Context: an optimization exercise on an open-source flow, tuned for small area. The choices shown serve that exercise and are no tape-out recipe. In this exercise RTL edits were held to simulation tests only and were not proved equivalent to the original. The flow treats the clock pin as an ideal source, which a real chip does not have. Power figures rest on the tool's default switching activity, not on a simulated workload.

==> flow/design.v <==
package cae_pkg;
   localparam int CAE_INST_W = 32;
   localparam int CAE_DATA_W = 64;
   localparam int CAE_EXC_W  = 16;
   localparam int AEG_IDX_W  = 18;
   localparam int CAEP_W     = 5;
   localparam int NUM_AEG    = 51;
   localparam int ADDR_W     = 6;
   localparam logic [CAEP_W-1:0] CAEP_LAST = 5'd5;
   localparam int EXC_UNIMPL_BIT = 0;
   localparam int EXC_AEGIDX_BIT = 1;
   localparam int CAE_OP_MSB = 31;
   localparam int CAE_OP_LSB = 30;
   localparam int CAEP_MSB   = 29;
   localparam int CAEP_LSB   = 25;
   localparam logic [1:0] OP_NONE   = 2'd0;
   localparam logic [1:0] OP_AEG_WR = 2'd1;
   localparam logic [1:0] OP_AEG_RD = 2'd2;
   localparam logic [1:0] OP_CAEP   = 2'd3;
endpackage
module cae_inst_decoder (
   input  logic [cae_pkg::CAE_INST_W-1:0] cae_inst_i,
   input  logic                           cae_inst_vld_i,
   input  logic                           busy_i,
   output logic                           aeg_wr_o,
   output logic                           aeg_rd_o,
   output logic                           err_aegidx_o,
   output logic                           err_unimpl_o,
   output logic                           custom_start_o,
   output logic [cae_pkg::ADDR_W-1:0]     addr_o
);
   localparam logic [cae_pkg::AEG_IDX_W-1:0] IDX_LIMIT = cae_pkg::NUM_AEG;
   logic                          accept;
   logic [1:0]                    op;
   logic [cae_pkg::CAEP_W-1:0]    caep;
   logic [cae_pkg::AEG_IDX_W-1:0] idx;
   logic                          idx_ok;
   assign accept = cae_inst_vld_i & ~busy_i;
   assign op     = cae_inst_i[cae_pkg::CAE_OP_MSB:cae_pkg::CAE_OP_LSB];
   assign caep   = cae_inst_i[cae_pkg::CAEP_MSB:cae_pkg::CAEP_LSB];
   assign idx    = cae_inst_i[cae_pkg::AEG_IDX_W-1:0];
   assign addr_o = idx[cae_pkg::ADDR_W-1:0];
   assign idx_ok = idx < IDX_LIMIT;
   assign aeg_wr_o       = accept & (op == cae_pkg::OP_AEG_WR) & idx_ok;
   assign aeg_rd_o       = accept & (op == cae_pkg::OP_AEG_RD) & idx_ok;
   assign err_aegidx_o   = accept & (op[1] ^ op[0]) & ~idx_ok;
   assign custom_start_o = accept & (op == cae_pkg::OP_CAEP) & (caep <= cae_pkg::CAEP_LAST);
   assign err_unimpl_o   = accept & ((op == cae_pkg::OP_NONE) |
                                     ((op == cae_pkg::OP_CAEP) & (caep > cae_pkg::CAEP_LAST)));
endmodule
module aeg_bit (
   input  logic clk_per,
   input  logic set_i,
   input  logic keep_i,
   input  logic d_i,
   output logic q_o
);
   logic q;
   always_ff @(posedge clk_per) begin
      q <= ~((q | set_i) & (d_i | keep_i));
   end
   assign q_o = q;
endmodule
module aeg_phase (
   input  logic clk_per,
   input  logic set_i,
   input  logic keep_i,
   output logic q_o
);
   logic q;
   always_ff @(posedge clk_per) begin
      q <= ~((q | set_i) & keep_i);
   end
   assign q_o = q;
endmodule
module aeg_rd3 (
   input  logic [2:0] d_i,
   input  logic [2:0] sel_i,
   output logic       y_n_o
);
   assign y_n_o = ~((d_i[0] & sel_i[0]) | (d_i[1] & sel_i[1]) | (d_i[2] & sel_i[2]));
endmodule
module aeg_reg_file (
   input  logic                           clk_per,
   input  logic                           rst_n_i,
   input  logic                           wr_i,
   input  logic [cae_pkg::ADDR_W-1:0]     wr_addr_i,
   input  logic [cae_pkg::CAE_DATA_W-1:0] wr_data_i,
   input  logic [cae_pkg::ADDR_W-1:0]     rd_addr_i,
   output logic [cae_pkg::CAE_DATA_W:0]   rd_word_o
);
   localparam int N  = cae_pkg::NUM_AEG;
   localparam int DW = cae_pkg::CAE_DATA_W;
   localparam int W  = DW + 1;
   localparam int NG = (N + 2) / 3;
   logic [N-1:0]    we, set, keep;
   logic [W-1:0]    q [N];
   logic [3*NG-1:0] rsel;
   logic [NG-1:0]   rd_n [W];
   logic [W-1:0]    rword;
   always_comb begin
      for (int i = 0; i < N; i++) begin
         we[i]   = wr_i & (wr_addr_i == i[cae_pkg::ADDR_W-1:0]);
         set[i]  = ~rst_n_i | we[i];
         keep[i] = ~rst_n_i | ~we[i];
      end
   end
   for (genvar i = 0; i < N; i++) begin : g_word
      for (genvar j = 0; j < DW; j++) begin : g_bit
         aeg_bit u_bit (
            .clk_per (clk_per),
            .set_i   (set[i]),
            .keep_i  (keep[i]),
            .d_i     (wr_data_i[j]),
            .q_o     (q[i][j])
         );
      end
      aeg_phase u_phase (
         .clk_per (clk_per),
         .set_i   (set[i]),
         .keep_i  (keep[i]),
         .q_o     (q[i][DW])
      );
   end
   always_comb begin
      rsel = '0;
      for (int i = 0; i < N; i++) begin
         rsel[i] = (rd_addr_i == i[cae_pkg::ADDR_W-1:0]);
      end
   end
   for (genvar j = 0; j < W; j++) begin : g_col
      for (genvar g = 0; g < NG; g++) begin : g_grp
         logic [2:0] d;
         for (genvar k = 0; k < 3; k++) begin : g_in
            if (3*g + k < N) begin : g_on
               assign d[k] = q[3*g+k][j];
            end else begin : g_off
               assign d[k] = 1'b0;
            end
         end
         aeg_rd3 u_rd3 (
            .d_i   (d),
            .sel_i (rsel[3*g +: 3]),
            .y_n_o (rd_n[j][g])
         );
      end
      assign rword[j] = ~&rd_n[j];
   end
   assign rd_word_o = rword;
endmodule
module custom_busy_timer #(
   parameter int BUSY_CYCLES = 4
) (
   input  logic clk_per,
   input  logic rst_n_i,
   input  logic start_i,
   output logic busy_o,
   output logic cae_stall_o,
   output logic cae_idle_o
);
   localparam int CNT_W = $clog2(BUSY_CYCLES + 1);
   logic [CNT_W-1:0] busy_cnt;
   always_ff @(posedge clk_per) begin
      if (!rst_n_i) begin
         busy_cnt <= '0;
      end else if (start_i) begin
         busy_cnt <= CNT_W'(BUSY_CYCLES);
      end else if (busy_cnt != '0) begin
         busy_cnt <= busy_cnt - 1'b1;
      end
   end
   assign busy_o      = busy_cnt != '0;
   assign cae_stall_o = start_i | busy_o;
   assign cae_idle_o  = ~cae_stall_o;
endmodule
module cae_response (
   input  logic                          clk_per,
   input  logic                          rst_n_i,
   input  logic                          aeg_rd_i,
   input  logic                          err_aegidx_i,
   input  logic                          err_unimpl_i,
   input  logic [cae_pkg::CAE_DATA_W:0]   rd_word_i,
   output logic [cae_pkg::CAE_DATA_W-1:0] cae_ret_data_o,
   output logic                          cae_ret_data_vld_o,
   output logic [cae_pkg::CAE_EXC_W-1:0] cae_exception_o
);
   logic [cae_pkg::CAE_DATA_W:0] ret_word_q;
   logic                       ret_vld_q;
   logic [1:0]                 exc_q;
   always_ff @(posedge clk_per) begin
      if (!rst_n_i) begin
         ret_vld_q <= 1'b0;
         exc_q     <= '0;
      end else begin
         ret_vld_q <= aeg_rd_i;
         exc_q     <= {err_aegidx_i, err_unimpl_i};
      end
   end
   always_ff @(posedge clk_per) begin
      ret_word_q <= rd_word_i;
   end
   assign cae_ret_data_o     = ret_word_q[cae_pkg::CAE_DATA_W-1:0] ^
                               {cae_pkg::CAE_DATA_W{ret_word_q[cae_pkg::CAE_DATA_W]}};
   assign cae_ret_data_vld_o = ret_vld_q;
   assign cae_exception_o    = {{(cae_pkg::CAE_EXC_W-2){1'b0}}, exc_q};
endmodule
module cae_pers_top #(
   parameter int NUM_AEG     = 51,
   parameter int BUSY_CYCLES = 4
) (
   input  logic                          clk_per,
   input  logic                          rst_n_i,
   input  logic [cae_pkg::CAE_INST_W-1:0] cae_inst_i,
   input  logic [cae_pkg::CAE_DATA_W-1:0] cae_data_i,
   input  logic                           cae_inst_vld_i,
   output logic [cae_pkg::CAE_DATA_W-1:0] cae_ret_data_o,
   output logic                           cae_ret_data_vld_o,
   output logic [cae_pkg::CAE_EXC_W-1:0]  cae_exception_o,
   output logic                           cae_stall_o,
   output logic                           cae_idle_o
);
   logic                       busy;
   logic                       aeg_wr, aeg_rd, err_aegidx, err_unimpl, custom_start;
   logic [cae_pkg::ADDR_W-1:0] addr;
   logic [cae_pkg::CAE_DATA_W:0]   rd_word;
   cae_inst_decoder cae_inst_decoder_inst (
      .cae_inst_i     (cae_inst_i),
      .cae_inst_vld_i (cae_inst_vld_i),
      .busy_i         (busy),
      .aeg_wr_o       (aeg_wr),
      .aeg_rd_o       (aeg_rd),
      .err_aegidx_o   (err_aegidx),
      .err_unimpl_o   (err_unimpl),
      .custom_start_o (custom_start),
      .addr_o         (addr)
   );
   aeg_reg_file aeg_reg_file_inst (
      .clk_per   (clk_per),
      .rst_n_i   (rst_n_i),
      .wr_i      (aeg_wr),
      .wr_addr_i (addr),
      .wr_data_i (cae_data_i),
      .rd_addr_i (addr),
      .rd_word_o (rd_word)
   );
   custom_busy_timer #(
      .BUSY_CYCLES (BUSY_CYCLES)
   ) custom_busy_timer_inst (
      .clk_per     (clk_per),
      .rst_n_i     (rst_n_i),
      .start_i     (custom_start),
      .busy_o      (busy),
      .cae_stall_o (cae_stall_o),
      .cae_idle_o  (cae_idle_o)
   );
   cae_response cae_response_inst (
      .clk_per            (clk_per),
      .rst_n_i            (rst_n_i),
      .aeg_rd_i           (aeg_rd),
      .err_aegidx_i       (err_aegidx),
      .err_unimpl_i       (err_unimpl),
      .rd_word_i          (rd_word),
      .cae_ret_data_o     (cae_ret_data_o),
      .cae_ret_data_vld_o (cae_ret_data_vld_o),
      .cae_exception_o    (cae_exception_o)
   );
endmodule
make LEC_CHECK=0 CAP_MARGIN=10 CORE_MARGIN=2 CORE_UTILIZATION=60 CTS_BUF_LIST=sky130_fd_sc_hd__clkbuf_16 CTS_CLUSTER_DIAMETER=60 CTS_CLUSTER_SIZE=25 SLEW_MARGIN=10 SYNTH_HIERARCHICAL=1 SYNTH_MINIMUM_KEEP_SIZE=0 finish   # period 5.0 ns
run.sh (not shown) runs the stock make flow with config.mk's settings and CLKGATE_MAP_FILE= SYNTH_SCRIPT=/design/flow/synth_recipe.tcl, a recipe that flattens the netlist after the stock synthesis.
Then changed:
==> flow/flow/run.sh (new file) <==
#!/bin/bash
# Standard layout (standard.sh, all steps) with these changes:
#  - ports are buffered with buf_2 instead of the default delay buffer;
#  - placement-stage repair may not use buffers larger than buf_6 or delay
#    cells, post-CTS repair no data buffers larger than buf_6;
#  - clock tree synthesis adds no dummy loads and clusters up to 25
#    flip-flops within 60 um per clkbuf_16 leaf buffer.
# Every ORFS step writes its full log under orfs/logs/; standard.log
# keeps make's own output.
set -o pipefail
F=$(cd "$(dirname "$0")" && pwd)
export BUFFER_PORTS_ARGS="-buffer_cell sky130_fd_sc_hd__buf_2"
export PRE_GLOBAL_PLACE_TCL=$F/dont_use_place.tcl
export PRE_RESIZE_TCL=$F/dont_use_place.tcl
export PRE_CTS_TCL=$F/dont_use_cts.tcl
export CTS_ARGS="-sink_clustering_enable -repair_clock_nets -dont_use_dummy_load -sink_clustering_size 25 -sink_clustering_max_diameter 60 -buf_list {sky130_fd_sc_hd__clkbuf_16}"
bash standard.sh 2>&1 | tee standard.log
==> flow/flow/dont_use_cts.tcl (new file) <==
# Post-CTS repair: keep to data buffers up to buf_6.
set_dont_use {sky130_fd_sc_hd__buf_8 sky130_fd_sc_hd__buf_12 sky130_fd_sc_hd__buf_16 sky130_fd_sc_hd__bufbuf_8 sky130_fd_sc_hd__bufbuf_16}
==> flow/flow/dont_use_place.tcl (new file) <==
# Placement-stage repair: keep to buffers up to buf_6 and no delay cells.
set_dont_use {sky130_fd_sc_hd__buf_8 sky130_fd_sc_hd__buf_12 sky130_fd_sc_hd__buf_16 sky130_fd_sc_hd__bufbuf_8 sky130_fd_sc_hd__bufbuf_16 sky130_fd_sc_hd__clkbuf_16 sky130_fd_sc_hd__clkdlybuf4s50_1 sky130_fd_sc_hd__clkdlybuf4s50_2 sky130_fd_sc_hd__clkdlybuf4s25_1 sky130_fd_sc_hd__clkdlybuf4s25_2 sky130_fd_sc_hd__clkdlybuf4s15_1 sky130_fd_sc_hd__clkdlybuf4s15_2 sky130_fd_sc_hd__clkdlybuf4s18_1 sky130_fd_sc_hd__clkdlybuf4s18_2 sky130_fd_sc_hd__dlygate4sd1_1 sky130_fd_sc_hd__dlygate4sd2_1 sky130_fd_sc_hd__dlygate4sd3_1 sky130_fd_sc_hd__dlymetal6s2s_1 sky130_fd_sc_hd__dlymetal6s4s_1 sky130_fd_sc_hd__dlymetal6s6s_1}
==> flow/standard.sh (new file) <==
#!/bin/bash
# synth_recipe.tcl (not shown) runs the flow's synth.tcl, then flattens the netlist and writes it again
# the make line also repeats each setting of config.mk as NAME=value (left out here)
make -C /OpenROAD-flow-scripts/flow DESIGN_CONFIG=/design/flow/config.mk WORK_HOME=/design/flow/orfs CLKGATE_MAP_FILE= SYNTH_SCRIPT=/design/flow/synth_recipe.tcl "${@:-finish}"
CTS_BUF_LIST = not set   (was sky130_fd_sc_hd__clkbuf_16)
CTS_CLUSTER_DIAMETER = not set   (was 60)
CTS_CLUSTER_SIZE = not set   (was 25)
removed: flow/run.sh
Result: Maximum frequency came out lower by 0.82%; utilization decreases by 1.9 points; sequential share of layout area increases by 1.5 points; global-route usage came out higher by 0.69 points; sequential power is about the same.

[separate check: timing with driven ports]
The flow's constraints put no driver on any port. The routed layouts listed below were extracted and timed again, unchanged, in two steps. Step 1, drivers: a clkbuf_16 drives clk_per and a buf_2 each remaining input, both assumed. Step 2 adds t to the input delays and takes it off the output delays; t is the mean of the earliest and latest rising clock arrival at the registers after step 1. Input paths then give back, and output paths get back, about the clock's delay inside the block. Slacks: ideal ports / drivers / drivers and shift; pairs: ideal ports / drivers.
| run | shift t [ns] | slack for setup (ns) | worst setup path at the end | clock arrival spread, ns | worst data-port slew with drivers (ns) |
|---|---|---|---|---|---|
| the first run | 0.974 | 0.581 / 0.648 / -0.326 | input to register | 0.060 / 0.060 | 0.17 |
| the second run | 0.946 | 0.544 / 0.622 / -0.323 | input to register | 0.086 / 0.085 | 0.08 |
Met with ideal ports but missed after step 2: setup timing in the first run and the second run. For the first run, which loses most, drivers alone change the setup slack by +0.067 ns; drivers and shift together by -0.907 ns.
